This design comes from an exercise in tuning for small area and a short achievable clock period on the open sky130 flow, not from production work. Function was checked by simulation only, so behaviour that the tests miss may differ from the original. Power is estimated from default activity; no workload was simulated.

// mipsExecUnit
module mipsExecUnit
(
    input  logic        clk,
    input  logic        rstN,
    input  logic        instrValid,
    input  logic [31:0] instrWord,
    input  logic [31:0] rsValue,
    input  logic [31:0] rtValue,
    output logic        resultValid,
    output logic [32:0] execOut
);
For scale: roughly 2100 cells after synthesis.
Settings: LEC_CHECK=0, CAP_MARGIN=20, CORE_MARGIN=2, CORE_UTILIZATION=60, PLACE_DENSITY=0.8, SETUP_SLACK_MARGIN=5, SLEW_MARGIN=20; clock period 9.0 ns.
standard.sh (not shown) runs the stock make flow with config.mk's settings and CLKGATE_MAP_FILE= SYNTH_SCRIPT=/design/flow/synth_recipe.tcl, a recipe that flattens the netlist after the stock synthesis.
==> flow/flow/run.sh <==
#!/bin/bash
bash standard.sh SETUP_SLACK_MARGIN=5.3 finish > standard.log 2>&1
==> next run, changes <==
==> flow/flow/run.sh (replaced) <==
#!/bin/bash
bash standard.sh SETUP_SLACK_MARGIN=5.6 finish > standard.log 2>&1
After rerunning:
- cell count came out higher by about 1.6%
- cell area is higher by about 5%
- core utilization grows by 3.3 points
==> next run, changes <==
==> flow/flow/run.sh (replaced) <==
#!/bin/bash
bash standard.sh SETUP_SLACK_MARGIN=5.45 finish > standard.log 2>&1
=>
- The new run passed the timing, design-rule and antenna checks
- global-route usage fell by 2.6 points
- clock power fell by about 6%
- power fell by about 4%
- clock skew fell by 0.0069 ns
- maximum frequency hardly moves
==> next run, changes <==
CORE_UTILIZATION = 65   (was 60)
PLACE_DENSITY = 0.85   (was 0.8)
Effect: Critical path depth shrinks by 6; sequential power hardly moves; via count grows slightly; synthesized area is unchanged; sequential share of layout area is about the same; global-route usage grows by 3.1 points.

== north ==
mipsExecUnit, a different RTL version from the one above (not shown whole).
Size in the first run: about 2200 cells after synthesis, ~290 flip-flops, about 22000 um2 of cells after synthesis.
Settings: LEC_CHECK=0, CAP_MARGIN=20, CORE_MARGIN=2, CORE_UTILIZATION=70, PLACE_DENSITY=0.88, SETUP_SLACK_MARGIN=5, SLEW_MARGIN=20; clock period 9.0 ns.
run.sh (not shown) runs the stock make flow with config.mk's settings and CLKGATE_MAP_FILE= SYNTH_SCRIPT=/design/flow/synth_recipe.tcl, a recipe that flattens the netlist after the stock synthesis.
Stock flow here: none of the scripts above is used.
Inputs modified between north and south:
diff --git a/flow/config.mk b/flow/config.mk
--- a/flow/config.mk
+++ b/flow/config.mk
@@ -9,4 +9,3 @@
 export CORE_MARGIN = 2
-export CORE_UTILIZATION = 70
-export PLACE_DENSITY = 0.88
+export CORE_UTILIZATION = 40
 export SETUP_SLACK_MARGIN = 5
[summary]
There was hardly any difference in area taken by flip-flops and latches between south and north.
Per the comparison of south with north, die height went up 32%; routed wire length shows no meaningful change.
--- input diff south..east ---
==> flow/flow/run.sh (new file) <==
#!/bin/bash
bash standard.sh SETUP_SLACK_MARGIN=5.9 finish > standard.log 2>&1
==> flow/standard.sh (new file) <==
#!/bin/bash
# synth_recipe.tcl (not shown) runs the flow's synth.tcl, then flattens the netlist and writes it again
# the make line also repeats each setting of config.mk as NAME=value (left out here)
make -C /OpenROAD-flow-scripts/flow DESIGN_CONFIG=/design/flow/config.mk WORK_HOME=/design/flow/orfs CLKGATE_MAP_FILE= SYNTH_SCRIPT=/design/flow/synth_recipe.tcl "${@:-finish}"
diff --git a/flow/config.mk b/flow/config.mk
--- a/flow/config.mk
+++ b/flow/config.mk
@@ -9,3 +9,4 @@
 export CORE_MARGIN = 2
-export CORE_UTILIZATION = 40
+export CORE_UTILIZATION = 60
+export PLACE_DENSITY = 0.8
 export SETUP_SLACK_MARGIN = 5
removed: flow/run.sh
- In summary, east completed successfully, with a layout that passed the timing, design-rule and antenna checks.
- Taking south as the reference, in east routed length on met1 down about 5%; floorplan row count down 15.
- Sort east and south by global-route track usage on met2 asc -> top: south
- south → east: number of setup violations in the final report comparable, estimated wirelength of the detail-placed design -2800 um.
What west does differently from east at the input level:
==> flow/flow/run.sh <==
#!/bin/bash
bash standard.sh SETUP_SLACK_MARGIN=5.3 finish > standard.log 2>&1
[summary]
From west to east, post-synthesis average cell area did not move at all.
Reported for west and east, count of unresolved DRC violations after routing turned out identical to the last digit.
west reports its most common library cell in the layout ignoring fill and taps as sky130_fd_sc_hd__dfxtp_1 while east reports sky130_fd_sc_hd__xnor2_1.
Between west and east, the met2 track demand over resource is higher for east.
The run showing the greater setup slack on the worst flop-to-flop path is east.
east vs west, worst setup path startpoint: slt3 vs instrWord[0]
For middle, these inputs were changed with respect to west:
==> flow/run.sh (new file) <==
#!/bin/bash
# synth_recipe.tcl (not shown) runs the flow's synth.tcl, then flattens the netlist and writes it again
# the make line also repeats each setting of config.mk as NAME=value (left out here)
make -C /OpenROAD-flow-scripts/flow DESIGN_CONFIG=/design/flow/config.mk WORK_HOME=/design/flow/orfs CLKGATE_MAP_FILE= SYNTH_SCRIPT=/design/flow/synth_recipe.tcl finish
removed: flow/flow/run.sh
removed: flow/standard.sh
Findings:
- west has a higher global-route wire length before repair than middle.
- From west to middle, number of antenna violations at the first check in global routing did not move at all.
- Total via count in the routed design on middle is down relative to west.
- [diff] standby leakage power, middle relative to west: improvement
- In middle, the wire length came out about 1.8% below the value in west.
- Taking west as the reference, in middle core utilization went down 1.0 points, final area went down about 1.5%.
- Of the two values seen for cell with the largest stage delay on the worst path, sky130_fd_sc_hd__clkdlybuf4s50_1 was produced by west and sky130_fd_sc_hd__dfxtp_4 by middle.

## afterwards: timing with drivers on the ports
The flow's constraints put no driver on any port. The routed layouts listed below were extracted and timed again, unchanged, in two steps. Step 1, drivers: a clkbuf_16 drives clk and a buf_2 each remaining input, both assumed. Step 2, shift: input delay + t, output delay - t, t = (earliest + latest rising clock arrival at the registers) / 2. This alone moves slack from input paths to output paths. a / b / c = ideal / step 1 / step 2; a / b = the first two.
run | shift t [ns] | setup WS [ns] | clock arrival spread, ns | worst slew at a driven data input, ns
the first run of note 1 | 0.625 | 5.277 / 5.308 / 4.686 | 0.015 / 0.014 | 0.04
the second run of note 1 | 0.639 | 5.438 / 5.382 / 4.995 | 0.029 / 0.029 | 0.04
the third run of note 1 | 0.631 | 5.440 / 5.399 / 4.853 | 0.025 / 0.025 | 0.04
the fourth run of note 1 | 0.629 | 5.437 / 5.379 / 4.889 | 0.029 / 0.029 | 0.05
north | 0.573 | 4.913 / 4.913 / 4.481 | 0.019 / 0.019 | 0.04
south | 0.645 | 5.047 / 5.047 / 4.465 | 0.021 / 0.021 | 0.05
east | 0.666 | 5.353 / 5.304 / 5.025 | 0.056 / 0.056 | 0.07
west | 0.639 | 5.143 / 5.174 / 4.535 | 0.015 / 0.014 | 0.04
middle | 0.635 | 5.093 / 5.040 / 4.510 | 0.012 / 0.013 | 0.04
After both steps every run listed still meets setup and hold. The setup slack of west, which loses most, moves by +0.031 ns with the drivers and by -0.608 ns with both steps.
